From an optimization exercise on the open Yosys and OpenROAD flow, aimed at small area and a short achievable clock period; shortcuts taken in it are not production practice. Only simulation tests tie the RTL to the original design; equivalence was not proved. Power figures rest on the tool's default switching activity, not on a simulated workload.

Design fetch_predict, start of the top module:
module fetch_predict
(
   input  logic        CLK,
   input  logic        nRST,
   input  logic        ihit,
   input  logic [31:0] imemload,
   input  logic        resolve_valid,
   input  logic        resolve_cond,
   input  logic        resolve_jump,
   input  logic        resolve_taken,
   input  logic        resolve_predicted,
   input  logic [31:0] resolve_pc,
   input  logic [31:0] resolve_target,
   output logic [31:0] imemaddr,
   output logic [31:0] fetch_instr,
   output logic [31:0] fetch_pc_plus_4,
   output logic        fetch_predicted,
   output logic        flush
);
==> module fetch_predict, before the edit <==
module fetch_predict
(
   input  logic        CLK,
   input  logic        nRST,
   input  logic        ihit,
   input  logic [31:0] imemload,
   input  logic        resolve_valid,
   input  logic        resolve_cond,
   input  logic        resolve_jump,
   input  logic        resolve_taken,
   input  logic        resolve_predicted,
   input  logic [31:0] resolve_pc,
   input  logic [31:0] resolve_target,
   output logic [31:0] imemaddr,
   output logic [31:0] fetch_instr,
   output logic [31:0] fetch_pc_plus_4,
   output logic        fetch_predicted,
   output logic        flush
);
   logic [3:0]  btb_valid;
   logic [27:0] btb_tag    [0:3];
   logic [31:0] btb_target [0:3];
   logic [1:0]  btb_state  [0:3];    
   logic [1:0]  fidx;
   logic        predict;
   logic [31:0] pc_plus_4;
   logic [3:0]  fhit;         
   assign fidx      = imemaddr[3:2];
   for (genvar g = 0; g < 4; g++)
   begin : g_fhit
      assign fhit[g] = (fidx == g) && btb_valid[g] && !btb_state[g][1] &&
                       (btb_tag[g] == imemaddr[31:4]);
   end
   assign predict   = |fhit;
   assign pc_plus_4 = imemaddr + 32'd4;
   logic [31:0] pc_step;
   assign pc_step = imemaddr + {29'd0, ihit, 2'b00};
   logic        redirect;
   logic [31:0] redirect_addr;
   logic        fall_through;
   assign redirect     = resolve_valid && (resolve_jump || (resolve_cond && (resolve_taken != resolve_predicted)));
   assign fall_through = !resolve_jump && resolve_cond && !resolve_taken && resolve_predicted;
   assign redirect_addr = fall_through ? resolve_pc + 32'd4 : resolve_target;
   assign flush = redirect;
   logic [1:0]  ridx;
   logic        btb_write;
   logic        check_hit;
   logic [1:0]  cstate;
   logic [1:0]  step_state;
   assign ridx      = resolve_pc[3:2];
   assign btb_write = resolve_valid && resolve_cond && !resolve_jump && ihit;
   logic [3:0]  chit;
   for (genvar g = 0; g < 4; g++)
   begin : g_chit
      assign chit[g] = btb_valid[g] && (btb_tag[g] == resolve_pc[31:4]);
   end
   assign check_hit = chit[ridx];
   assign cstate    = btb_state[ridx];
   always_comb
   begin
      if (resolve_taken)
         step_state = (cstate == 2'b00) ? 2'b00 : cstate - 2'd1;
      else
         step_state = (cstate == 2'b11) ? 2'b11 : cstate + 2'd1;
   end
   for (genvar g = 0; g < 4; g++)
   begin : g_entry
      logic wr;
      assign wr = btb_write && (ridx == g);
      always_ff @(posedge CLK, negedge nRST)
      begin
         if (!nRST)
            btb_valid[g] <= 1'b0;
         else if (wr)
            btb_valid[g] <= 1'b1;
      end
      always_ff @(posedge CLK)
      begin
         if (wr)
         begin
            btb_tag[g]   <= resolve_pc[31:4];
            btb_state[g] <= chit[g] ? step_state : 2'b00;
            if (!chit[g])
               btb_target[g] <= resolve_target;
         end
      end
   end
   always_ff @(posedge CLK, negedge nRST)
   begin
      if (!nRST)
         imemaddr <= 32'd0;
      else if (redirect)
         imemaddr <= redirect_addr;
      else if (predict && ihit)
         imemaddr <= btb_target[fidx];
      else
         imemaddr <= pc_step;    
   end
   logic        fetch_valid;
   logic [31:0] fetch_instr_q;
   logic [31:0] fetch_pc4_q;
   always_ff @(posedge CLK, negedge nRST)
   begin
      if (!nRST)
      begin
         fetch_valid     <= 1'b0;
         fetch_predicted <= 1'b0;
      end
      else if (redirect)
      begin
         fetch_valid     <= 1'b0;
         fetch_predicted <= 1'b0;
      end
      else if (ihit)
      begin
         fetch_valid     <= 1'b1;
         fetch_predicted <= predict;
      end
   end
   always_ff @(posedge CLK)
   begin
      if (ihit)
      begin
         fetch_instr_q <= imemload;
         fetch_pc4_q   <= pc_plus_4;
      end
   end
   assign fetch_instr     = fetch_instr_q & {32{fetch_valid}};
   assign fetch_pc_plus_4 = fetch_pc4_q   & {32{fetch_valid}};
endmodule
export LEC_CHECK = 0
export CAP_MARGIN = 20
export CORE_MARGIN = 2
export CORE_UTILIZATION = 62
export CTS_CLUSTER_DIAMETER = 80
export CTS_CLUSTER_SIZE = 24
export SETUP_SLACK_MARGIN = 1.8
export SLEW_MARGIN = 20
create_clock -name core_clock -period 4.3 [get_ports {CLK}]
standard.sh (not shown) runs the stock make flow with config.mk's settings and CLKGATE_MAP_FILE= SYNTH_SCRIPT=/design/flow/synth_recipe.tcl, a recipe that flattens the netlist after the stock synthesis.
==> flow/flow/run.sh <==
#!/bin/bash
# Standard layout, with plain buf_2 cells as the port buffers instead of
# the delay buffers buffer_ports picks by default. Every port still gets
# its own buffer.
set -euo pipefail
export BUFFER_PORTS_ARGS="-buffer_cell sky130_fd_sc_hd__buf_2"
bash standard.sh > standard.log 2>&1
Rerun with:
--- a/flow/design.v
+++ b/flow/design.v
@@ -33,10 +33,8 @@
                        (btb_tag[g] == imemaddr[31:4]);
    end
    assign predict   = |fhit;
    assign pc_plus_4 = imemaddr + 32'd4;
-   logic [31:0] pc_step;
-   assign pc_step = imemaddr + {29'd0, ihit, 2'b00};
    logic        redirect;
    logic [31:0] redirect_addr;
    logic        fall_through;
    assign redirect     = resolve_valid && (resolve_jump || (resolve_cond && (resolve_taken != resolve_predicted)));
@@ -91,12 +89,10 @@
       if (!nRST)
          imemaddr <= 32'd0;
       else if (redirect)
          imemaddr <= redirect_addr;
-      else if (predict && ihit)
-         imemaddr <= btb_target[fidx];
-      else
-         imemaddr <= pc_step;    
+      else if (ihit)
+         imemaddr <= predict ? btb_target[fidx] : pc_plus_4;
    end
    logic        fetch_valid;
    logic [31:0] fetch_instr_q;
    logic [31:0] fetch_pc4_q;
=> Final area increases by 2.1%; synthesized cell count goes up by about 3.3%; utilization is higher by 0.11 points; routed wire length increases by about 4.6%; worst setup slack barely changes; sequential cell count is unchanged; critical path depth shrinks by 1; non-clock buffer count rose by 15; combinational power fell by about 4%; clock power came out higher by about 4%; via count rises by about 4.7%; register-to-register slack hardly moves.

-- afterwards: timing with drivers on the ports --
Ports are ideal in the flow. The routed layouts listed here were re-timed in OpenROAD. Step 1, drivers: a clkbuf_16 drives CLK and a buf_2 each remaining input, both assumed. Step 2 adds t to the input delays and takes it off the output delays; t is the mean of the earliest and latest rising clock arrival at the registers after step 1. Input paths then give back, and output paths get back, about the clock's delay inside the block. Three values: ideal, step 1, step 2; two values: the first two.
| run | t, ns | slack for setup (ns) | latest minus earliest clock arrival (ns) | worst register clock-pin slew, ns | pins driven straight from the clock port |
|---|---|---|---|---|---|
| the first run | 0.582 | 1.760 / 1.713 / 1.283 | 0.022 / 0.022 | 0.11 / 0.11 | 1 |
| the second run | 0.579 | 1.759 / 1.721 / 1.225 | 0.016 / 0.017 | 0.10 / 0.10 | 1 |
After both steps every run listed still meets setup and hold. The setup slack of the second run, which loses most, moves by -0.038 ns with the drivers and by -0.534 ns with both steps.
